What follows belongs to an exercise in optimizing a design on an open flow for small area, a short achievable clock period and few clock cycles per item; a production flow would make more cautious choices.
Only simulation tests tie the RTL to the original design; equivalence was not proved.

### flow/design.v
`timescale 1ns / 1ps
`default_nettype none
package dtdn_pkg;
    localparam int QUEUE_DEPTH = 4;
    localparam int QPTR_W      = $clog2(QUEUE_DEPTH);
    localparam int QCNT_W      = $clog2(QUEUE_DEPTH + 1);
    localparam int JOB_W       = 29;   
    localparam logic [13:0] FIRST_YEAR    = 14'd1752;
    localparam logic [6:0]  MAX_MONTH     = 7'd12;
    localparam logic [8:0]  DAYS_PER_YEAR = 9'd365;
    localparam logic [21:0] LEAPS_BEFORE  = 22'd424;
    localparam logic [11:0] RECIP_25      = 12'd2622;
    typedef struct packed {
        logic        ok;
        logic [6:0]  month;
        logic [6:0]  day;
        logic [13:0] year;
    } t_job;
    function automatic logic [8:0] cum_days(input logic [3:0] month);
        logic [8:0] d;
        case (month)
            4'd2:    d = 9'd31;
            4'd3:    d = 9'd59;
            4'd4:    d = 9'd90;
            4'd5:    d = 9'd120;
            4'd6:    d = 9'd151;
            4'd7:    d = 9'd181;
            4'd8:    d = 9'd212;
            4'd9:    d = 9'd243;
            4'd10:   d = 9'd273;
            4'd11:   d = 9'd304;
            4'd12:   d = 9'd334;
            default: d = 9'd0;
        endcase
        cum_days = d;
    endfunction
endpackage
`default_nettype wire
`timescale 1ns / 1ps
`default_nettype none
module dtdn_queue (
    input  wire logic           i_clk,
    input  wire logic           i_rst_n,
    input  wire logic           i_push,
    input  dtdn_pkg::t_job      i_job,
    output logic                o_full,
    input  wire logic           i_pop,
    output logic                o_valid,
    output dtdn_pkg::t_job      o_job
);
    logic [dtdn_pkg::JOB_W-1:0] r_mem [dtdn_pkg::QUEUE_DEPTH];
    logic [dtdn_pkg::QPTR_W-1:0]   r_wptr;
    logic [dtdn_pkg::QPTR_W-1:0]   r_rptr;
    logic [dtdn_pkg::QCNT_W-1:0]   r_count;
    logic                          do_push;
    logic                          do_pop;
    assign o_full  = (r_count == dtdn_pkg::QCNT_W'(dtdn_pkg::QUEUE_DEPTH));
    assign o_valid = (r_count != '0);
    assign o_job   = r_mem[r_rptr];
    assign do_push = i_push && !o_full;
    assign do_pop  = i_pop && o_valid;
    always_ff @(posedge i_clk) begin
        if (do_push) begin
            r_mem[r_wptr] <= i_job;
        end
    end
    always_ff @(posedge i_clk) begin
        if (!i_rst_n) begin
            r_wptr  <= '0;
            r_rptr  <= '0;
            r_count <= '0;
        end else begin
            if (do_push) begin
                r_wptr <= r_wptr + 1'b1;
            end
            if (do_pop) begin
                r_rptr <= r_rptr + 1'b1;
            end
            if (do_push && !do_pop) begin
                r_count <= r_count + 1'b1;
            end else if (do_pop && !do_push) begin
                r_count <= r_count - 1'b1;
            end
        end
    end
endmodule
`default_nettype wire
`timescale 1ns / 1ps
`default_nettype none
module dtdn_front (
    input  wire logic           i_clk,
    input  wire logic           i_rst_n,
    input  wire logic           i_char_valid,
    output logic                o_char_ready,
    input  wire logic [7:0]     i_char_code,
    input  wire logic           i_char_last,
    input  wire logic           i_full,
    output logic                o_push,
    output dtdn_pkg::t_job      o_job
);
    typedef enum logic [1:0] {
        PH_MONTH = 2'd0,
        PH_DAY   = 2'd1,
        PH_YEAR  = 2'd2,
        PH_DONE  = 2'd3
    } t_phase;
    localparam logic [7:0] CHAR_ZERO  = 8'h30;
    localparam logic [7:0] CHAR_NINE  = 8'h39;
    localparam logic [7:0] CHAR_SLASH = 8'h2F;
    t_phase      r_phase, n_phase;
    logic [2:0]  r_count, n_count;
    logic [6:0]  r_month, n_month;
    logic [6:0]  r_day, n_day;
    logic [13:0] r_year, n_year;
    logic       is_digit;
    logic       is_slash;
    logic [3:0] dig;
    logic       accept;
    assign o_char_ready = !i_full;
    assign accept       = i_char_valid && o_char_ready;
    always_comb begin
        is_digit = (i_char_code >= CHAR_ZERO) && (i_char_code <= CHAR_NINE);
        is_slash = (i_char_code == CHAR_SLASH);
        dig      = is_digit ? 4'(i_char_code - CHAR_ZERO) : 4'd0;
        n_phase = r_phase;
        n_count = r_count;
        n_month = r_month;
        n_day   = r_day;
        n_year  = r_year;
        unique case (r_phase)
            PH_MONTH: begin
                if (is_digit && r_count < 3'd2) begin
                    n_month = 7'(r_month * 7'd10 + {3'b0, dig});
                    n_count = r_count + 3'd1;
                end else if (is_slash) begin
                    n_phase = PH_DAY;
                    n_count = 3'd0;
                end else if (is_digit) begin
                    n_phase = PH_DAY;
                    n_day   = {3'b0, dig};
                    n_count = 3'd1;
                end else begin
                    n_phase = PH_DONE;
                    n_count = 3'd0;
                end
            end
            PH_DAY: begin
                if (is_digit && r_count < 3'd2) begin
                    n_day   = 7'(r_day * 7'd10 + {3'b0, dig});
                    n_count = r_count + 3'd1;
                end else if (is_slash) begin
                    n_phase = PH_YEAR;
                    n_count = 3'd0;
                end else if (is_digit) begin
                    n_phase = PH_YEAR;
                    n_year  = {10'b0, dig};
                    n_count = 3'd1;
                end else begin
                    n_phase = PH_DONE;
                    n_count = 3'd0;
                end
            end
            PH_YEAR: begin
                if (is_digit) begin
                    n_year  = 14'(r_year * 14'd10 + {10'b0, dig});
                    n_count = r_count + 3'd1;
                    if (r_count == 3'd3) begin
                        n_phase = PH_DONE;
                    end
                end else begin
                    n_phase = PH_DONE;
                    n_count = 3'd0;
                end
            end
            PH_DONE: begin
            end
            default: begin
                n_phase = PH_DONE;
            end
        endcase
    end
    always_comb begin
        o_push      = accept && i_char_last;
        o_job.ok    = (n_phase == PH_DONE) && (n_count == 3'd4) &&
                      (n_year >= dtdn_pkg::FIRST_YEAR) && (n_month <= dtdn_pkg::MAX_MONTH);
        o_job.month = n_month;
        o_job.day   = n_day;
        o_job.year  = n_year;
    end
    always_ff @(posedge i_clk) begin
        if (!i_rst_n) begin
            r_phase <= PH_MONTH;
            r_count <= 3'd0;
            r_month <= 7'd0;
            r_day   <= 7'd0;
            r_year  <= 14'd0;
        end else if (accept) begin
            if (i_char_last) begin
                r_phase <= PH_MONTH;
                r_count <= 3'd0;
                r_month <= 7'd0;
                r_day   <= 7'd0;
                r_year  <= 14'd0;
            end else begin
                r_phase <= n_phase;
                r_count <= n_count;
                r_month <= n_month;
                r_day   <= n_day;
                r_year  <= n_year;
            end
        end
    end
endmodule
`default_nettype wire
`timescale 1ns / 1ps
`default_nettype none
module dtdn_back (
    input  wire logic           i_clk,
    input  wire logic           i_rst_n,
    input  wire logic           i_valid,
    input  dtdn_pkg::t_job      i_job,
    output logic                o_pop,
    output logic                o_day_valid,
    input  wire logic           i_day_ready,
    output logic [21:0]         o_day_number,
    output logic                o_day_status
);
    logic en;
    logic [13:0] ym1;
    logic [11:0] q0, q1;
    logic [23:0] p0, p1;
    logic [13:0] yoff;
    logic [21:0] yd;
    logic [8:0]  base;
    logic        r_v1, r1_ok, r1_gt2;
    logic [8:0]  r1_base;
    logic [21:0] r1_yd;
    logic [11:0] r1_q0, r1_q1;
    logic [7:0]  r1_c0, r1_c1;
    logic [11:0] l0, l1;
    logic        leap;
    logic        r_v2, r2_ok;
    logic [21:0] r2_sum;
    logic [11:0] r2_l1;
    logic        r_v3, r_status;
    logic [21:0] r_day;
    assign en    = !r_v3 || i_day_ready;
    assign o_pop = en && i_valid;
    always_comb begin
        ym1  = i_job.year - 14'd1;
        q0   = i_job.year[13:2];
        q1   = ym1[13:2];
        p0   = 24'(q0) * 24'(dtdn_pkg::RECIP_25);
        p1   = 24'(q1) * 24'(dtdn_pkg::RECIP_25);
        yoff = i_job.year - dtdn_pkg::FIRST_YEAR;
        yd   = 22'(yoff) * 22'(dtdn_pkg::DAYS_PER_YEAR);
        base = 9'({2'b0, i_job.day} + dtdn_pkg::cum_days(i_job.month[3:0]));
    end
    always_comb begin
        l0   = r1_q0 - 12'(r1_c0) + 12'(r1_c0[7:2]);
        l1   = r1_q1 - 12'(r1_c1) + 12'(r1_c1[7:2]);
        leap = (l0 != l1);
    end
    always_ff @(posedge i_clk) begin
        if (en) begin
            r1_ok   <= i_job.ok;
            r1_gt2  <= (i_job.month > 7'd2);
            r1_base <= base;
            r1_yd   <= yd;
            r1_q0   <= q0;
            r1_q1   <= q1;
            r1_c0   <= p0[23:16];
            r1_c1   <= p1[23:16];
            r2_ok   <= r1_ok;
            r2_sum  <= r1_yd + 22'(r1_base) + 22'(r1_gt2 && leap);
            r2_l1   <= l1;
            r_status <= !r2_ok;
            r_day    <= r2_ok ? 22'(r2_sum + 22'(r2_l1) - dtdn_pkg::LEAPS_BEFORE) : 22'd0;
        end
    end
    always_ff @(posedge i_clk) begin
        if (!i_rst_n) begin
            r_v1 <= 1'b0;
            r_v2 <= 1'b0;
            r_v3 <= 1'b0;
        end else if (en) begin
            r_v1 <= i_valid;
            r_v2 <= r_v1;
            r_v3 <= r_v2;
        end
    end
    assign o_day_valid      = r_v3;
    assign o_day_number = r_day;
    assign o_day_status     = r_status;
endmodule
`default_nettype wire
`timescale 1ns / 1ps
`default_nettype none
module date_text_to_day_number (
    input  wire logic   i_clk,
    input  wire logic   i_rst_n,
    input  wire logic          i_char_valid,
    output logic               o_char_ready,
    input  wire logic [7:0]    i_char_code,
    input  wire logic          i_char_last,
    output logic               o_day_valid,
    input  wire logic          i_day_ready,
    output logic [21:0]        o_day_number,
    output logic               o_day_status
);
    logic            push;
    logic            full;
    logic            pop;
    logic            q_valid;
    dtdn_pkg::t_job  push_job;
    dtdn_pkg::t_job  head_job;
    dtdn_front u_front (
        .i_clk   (i_clk),
        .i_rst_n (i_rst_n),
        .i_char_valid (i_char_valid),
        .o_char_ready (o_char_ready),
        .i_char_code  (i_char_code),
        .i_char_last  (i_char_last),
        .i_full  (full),
        .o_push  (push),
        .o_job   (push_job)
    );
    dtdn_queue u_queue (
        .i_clk   (i_clk),
        .i_rst_n (i_rst_n),
        .i_push  (push),
        .i_job   (push_job),
        .o_full  (full),
        .i_pop   (pop),
        .o_valid (q_valid),
        .o_job   (head_job)
    );
    dtdn_back u_back (
        .i_clk   (i_clk),
        .i_rst_n (i_rst_n),
        .i_valid (q_valid),
        .i_job   (head_job),
        .o_pop   (pop),
        .o_day_valid  (o_day_valid),
        .i_day_ready  (i_day_ready),
        .o_day_number (o_day_number),
        .o_day_status (o_day_status)
    );
endmodule
`default_nettype wire
### flow/run.sh
#!/bin/bash
# synth_recipe.tcl (not shown) runs the flow's synth.tcl, then flattens the netlist and writes it again
# the make line also repeats each setting of config.mk as NAME=value (left out here)
make -C /OpenROAD-flow-scripts/flow DESIGN_CONFIG=/design/flow/config.mk WORK_HOME=/design/flow/orfs CLKGATE_MAP_FILE= SYNTH_SCRIPT=/design/flow/synth_recipe.tcl finish
### flow/config.mk
export PLATFORM = sky130hd
export DESIGN_NAME = date_text_to_day_number
export DESIGN_NICKNAME = date_text_to_day_number
export VERILOG_FILES = /design/flow/design.v
export SDC_FILE = /design/flow/constraint.sdc
export NUM_CORES = 4
export LEC_CHECK = 0
export CAP_MARGIN = 20
export CORE_MARGIN = 2
export CORE_UTILIZATION = 40
export SLEW_MARGIN = 20
### flow/constraint.sdc
create_clock -name core_clock -period 7.5 [get_ports {i_clk}]
set_input_delay 1.5000 -clock core_clock [delete_from_list [all_inputs] [get_ports {i_clk}]]
set_output_delay 1.5000 -clock core_clock [all_outputs]
set_load 0.01 [all_outputs]
==> out/metrics.csv <==
metric,value,unit
tritoncts,built,
port-buffer-count,37,
globalplace.congestion,0.8599,
wirelength,48.05,mm
cts_root_buf,clkbuf_16,
post-place-ws,-93.74,ps
cts.clk_slew.worst_paths,60,ps
crit_fanout,8,
wl_per_cell,15.91,um
tightest_slew,936.6,ps
syn2layout_area_growth,11.02,%
die-area,0.06162,mm2
post_cts_buffers,0,
reg2reg_slack,490,ps
synth.area.mux_share,3.214,%
multiInputGateArea,0.01409,mm2
fill_cells,5426,
max_freq,142.7,MHz
grt_pass1_vias,15920,
die_y,248.2,um
end_kind,flip-flop,
synth_cells,2141,
hold_path_class,flip-flop to flip-flop,
core-area,0.05902,mm2
cts_htree_levels,2,
setup_violations,0,
initialDrtViolationCount,674,
yosys.area_share.simple,7.598,%
layout_min_cycle_time,7008,ps
clk-insertion-delay-late,550,ps
start_util,40.43,%
synth_xor_area_share,5.883,%
hold_depth,0,
holdWs,421.9,ps
drive_above_1_share,7.210,%
synth_cell_types,88,
grt_usage,16.17,%
cp.arrival,7380,ps
fin_util,44.88,%
worstPathRequired,7870,ps
ys.flop_type,edfxtp_1,
hold_path_end,u_back.r2_ok$_DFFE_PN_,
drv_slew,0,
netlist_area,0.02386,mm2
synth_area_per_cell,11.15,um2
outcome,finished clean,
grt_max_degree,73,
grt_remaining_overflow,0,
final-seq-area,0.008319,mm2
dp_hpwl,37.56,mm
nets,2757,
startpoint_type,flip-flop,
slew_headroom,36.90,%
async_reset_ff_share,0,%
finalHoldViolCount,0,
ys_warn_count,3,
synth_top_family_by_area,adder cells,
dr.pass1.iters,5,
synth_fa_ha_area_share,32.02,%
clkSinkCount,292,
fin_crit_sh,93.44,%
fin_ws,492.3,ps
worstSetupPathType,flip-flop to flip-flop,
io-pin-count,38,
synth_enable_flop_cells,247,
viasPerCell,5.065,
antenna_found_initial,0,
skew,24.54,ps
ant_nets,0,
max-cap-violations,0,
ys_seq_area_share,34.86,%
vias,15300,
reg2reg_depth,24,
rsz0062_at_grt,no,
die_w,248.2,um
synth_compound_gate_area_share,10.15,%
worst_r2r_endpoint,u_back.r1_c1[7]$_DFFE_PN_,
stdcell_count,3020,
num_rows,89,
place_inst,2957,
syn_nets,2677,
hp-start,u_back.r1_ok$_DFFE_PN_,
clock_path_buffers,3,
synth-seq-cells,292,
numCtsBuffers,35,
grt_pass1_wl,79.81,mm
n_antenna_cell,0,
route.detailed.drc,0,
==> routing by layer <==
metal | global-route usage (%) | share of wire [%] | vias to the layer above
met5 | 0 | 0 | -
met4 | 5.077 | 2.6 | 0
met3 | 1.982 | 3.1 | 74
met2 | 28.55 | 49 | 233
met1 | 20.57 | 45 | 7372
li1 | - | - | 7618
==> critical path, cell delays in order, from the launching register on <==
cell,delay (ps)
dfxtp_2,430
mux4_2,700
inv_1,230
ha_1,180
nand2_1,80
a21bo_1,220
a21bo_2,260
a21boi_1,250
nand2_1,140
xnor2_1,180
fa_1,490
inv_1,40
ha_1,320
fa_1,470
fa_1,550
inv_1,60
fa_1,540
inv_1,50
ha_1,300
a211oi_1,220
a31oi_1,160
o21ai_2,320
a2111oi_4,140
or2_2,340
o211ai_1,170
==> cell type report <==
| class | instances | share of cell area [%] |
|---|---|---|
| multi-input cells | 1453 | 53.18 |
| flip-flops and latches | 292 | 31.40 |
| inverters | 366 | 5.219 |
| well taps | 773 | 3.651 |
| clock buffers | 40 | 3.377 |
| repair buffers | 73 | 2.418 |
| clock inverters | 23 | 0.7463 |
==> registers in the layout (all words and copies together), names as in the netlist, 2 cells and up, named ones only <==
name and count:
u_back.r1_base 9, u_back.r1_c0 8, u_back.r1_c1 8, u_back.r1_q0 12, u_back.r1_q1 12, u_back.r1_yd 22
u_back.r2_l1 12, u_back.r2_sum 22, u_back.r_day 22, u_front.r_count 3, u_front.r_day 7, u_front.r_month 7
u_front.r_phase 2, u_front.r_year 14, u_queue.r_count 3, u_queue.r_mem 116, u_queue.r_rptr 2, u_queue.r_wptr 2
==> cell usage in the layout, fill, tap and decap left out, types with 35 or more instances in the layout <==
master             n
buf_4             36
xnor2_1          110
nor2_1           113
inv_1            360
nand2_1           87
clkbuf_16         35
xor2_1            44
dfxtp_1           44
edfxtp_1         247
o21ai_0           69
fa_1             146
clkdlybuf4s50_1   37
a21o_1            36
ha_1             377
a21oi_1           81
==> how the worst max path moves through the flow <==
stage / startpoint / endpoint
after detailed placement: flip-flop / u_back.r1_c1[7]$_DFFE_PN_
after CTS: flip-flop / u_back.r1_c1[4]$_DFFE_PN_
after floorplan: flip-flop / u_back.r1_c1[7]$_DFFE_PN_
final: flip-flop / u_back.r1_c1[7]$_DFFE_PN_
after global placement: flip-flop / u_back.r1_c1[7]$_DFFE_PN_
after global routing: flip-flop / u_back.r1_c1[4]$_DFFE_PN_
==> kinds of logic after synthesis <==
logic type / Yosys count
AO/OA/AOI/OAI: 363
XOR/XNOR: 157
buffers and inverters: 396
flip-flops: 292
AND/OR/NAND/NOR: 367
multiplexers: 43
adder cells (fa/ha/maj): 523
==> stage by stage <==
stage / TNS, ps / cell area [um2]
detailed placement: -173.6 / 25360
global placement: 0 / 25360
CTS: 0 / 26450
finish: 0 / 26490
global route: 0 / 26490
floorplan: 0 / 23860
==> cell usage after synthesis, types with 5 or more instances <==
cell type	n	area share, %
dfxtp_1	45	3.8
o2111ai_1	5	0.18
o31a_1	6	0.22
a221oi_1	9	0.33
o211ai_1	15	0.47
or2_2	7	0.18
fa_1	146	12
xor2_1	44	1.6
ha_1	377	20
and3_1	14	0.37
nand2_1	87	1.4
a22oi_1	33	1.0
nand2b_1	11	0.29
or3_1	13	0.34
o22ai_1	6	0.16
a211oi_1	13	0.41
mux4_2	26	2.5
o21a_1	20	0.63
o31ai_1	5	0.16
clkbuf_1	23	0.36
and2_1	10	0.26
a21boi_0	5	0.16
nor2b_1	16	0.42
edfxtp_1	247	31
nor3b_1	6	0.19
o21bai_1	9	0.28
nand4_1	10	0.26
mux2i_1	8	0.34
nor2_1	113	1.8
o21ai_0	70	1.5
inv_1	362	5.7
mux2_2	8	0.38
a21oi_1	81	1.7
a21o_1	36	1.1
a211o_1	5	0.18
a31oi_1	5	0.13
xnor2_1	110	4.0
nand3_1	31	0.65
nor3_1	24	0.50
==> repair_timing <==
action                     CTS  global route
resized for setup            1             9
hold buffers                 0             0
cloned                       0             0
setup endpoints to repair    3             6
Testbench counts, summed over its fixed seeds: cycles 28,553, items 3,200.

## separate check: timing with driven ports
In the flow no input, the clock included, has a driving cell. The finished layout below was timed again as built, in two steps. Step 1 assumes that a clkbuf_16 drives the clock port and a buf_2 every other input. Step 2 times the ports against the registers' clock, not the clock port: input delays grow and output delays shrink by t, the midpoint of the rising clock arrivals with the driver on. a / b / c = ideal ports / drivers / drivers and shift; a / b = the first two.
t (ns): 0.597
slack for setup (ns): 0.492 / 0.492 / 0.492
worst setup path at the end: register to register
slew at the worst register clock pin (ns): 0.07 / 0.07
After both steps this run still meets setup and hold. For this run, drivers alone change the setup slack by 0.000 ns; drivers and shift together by 0.000 ns.
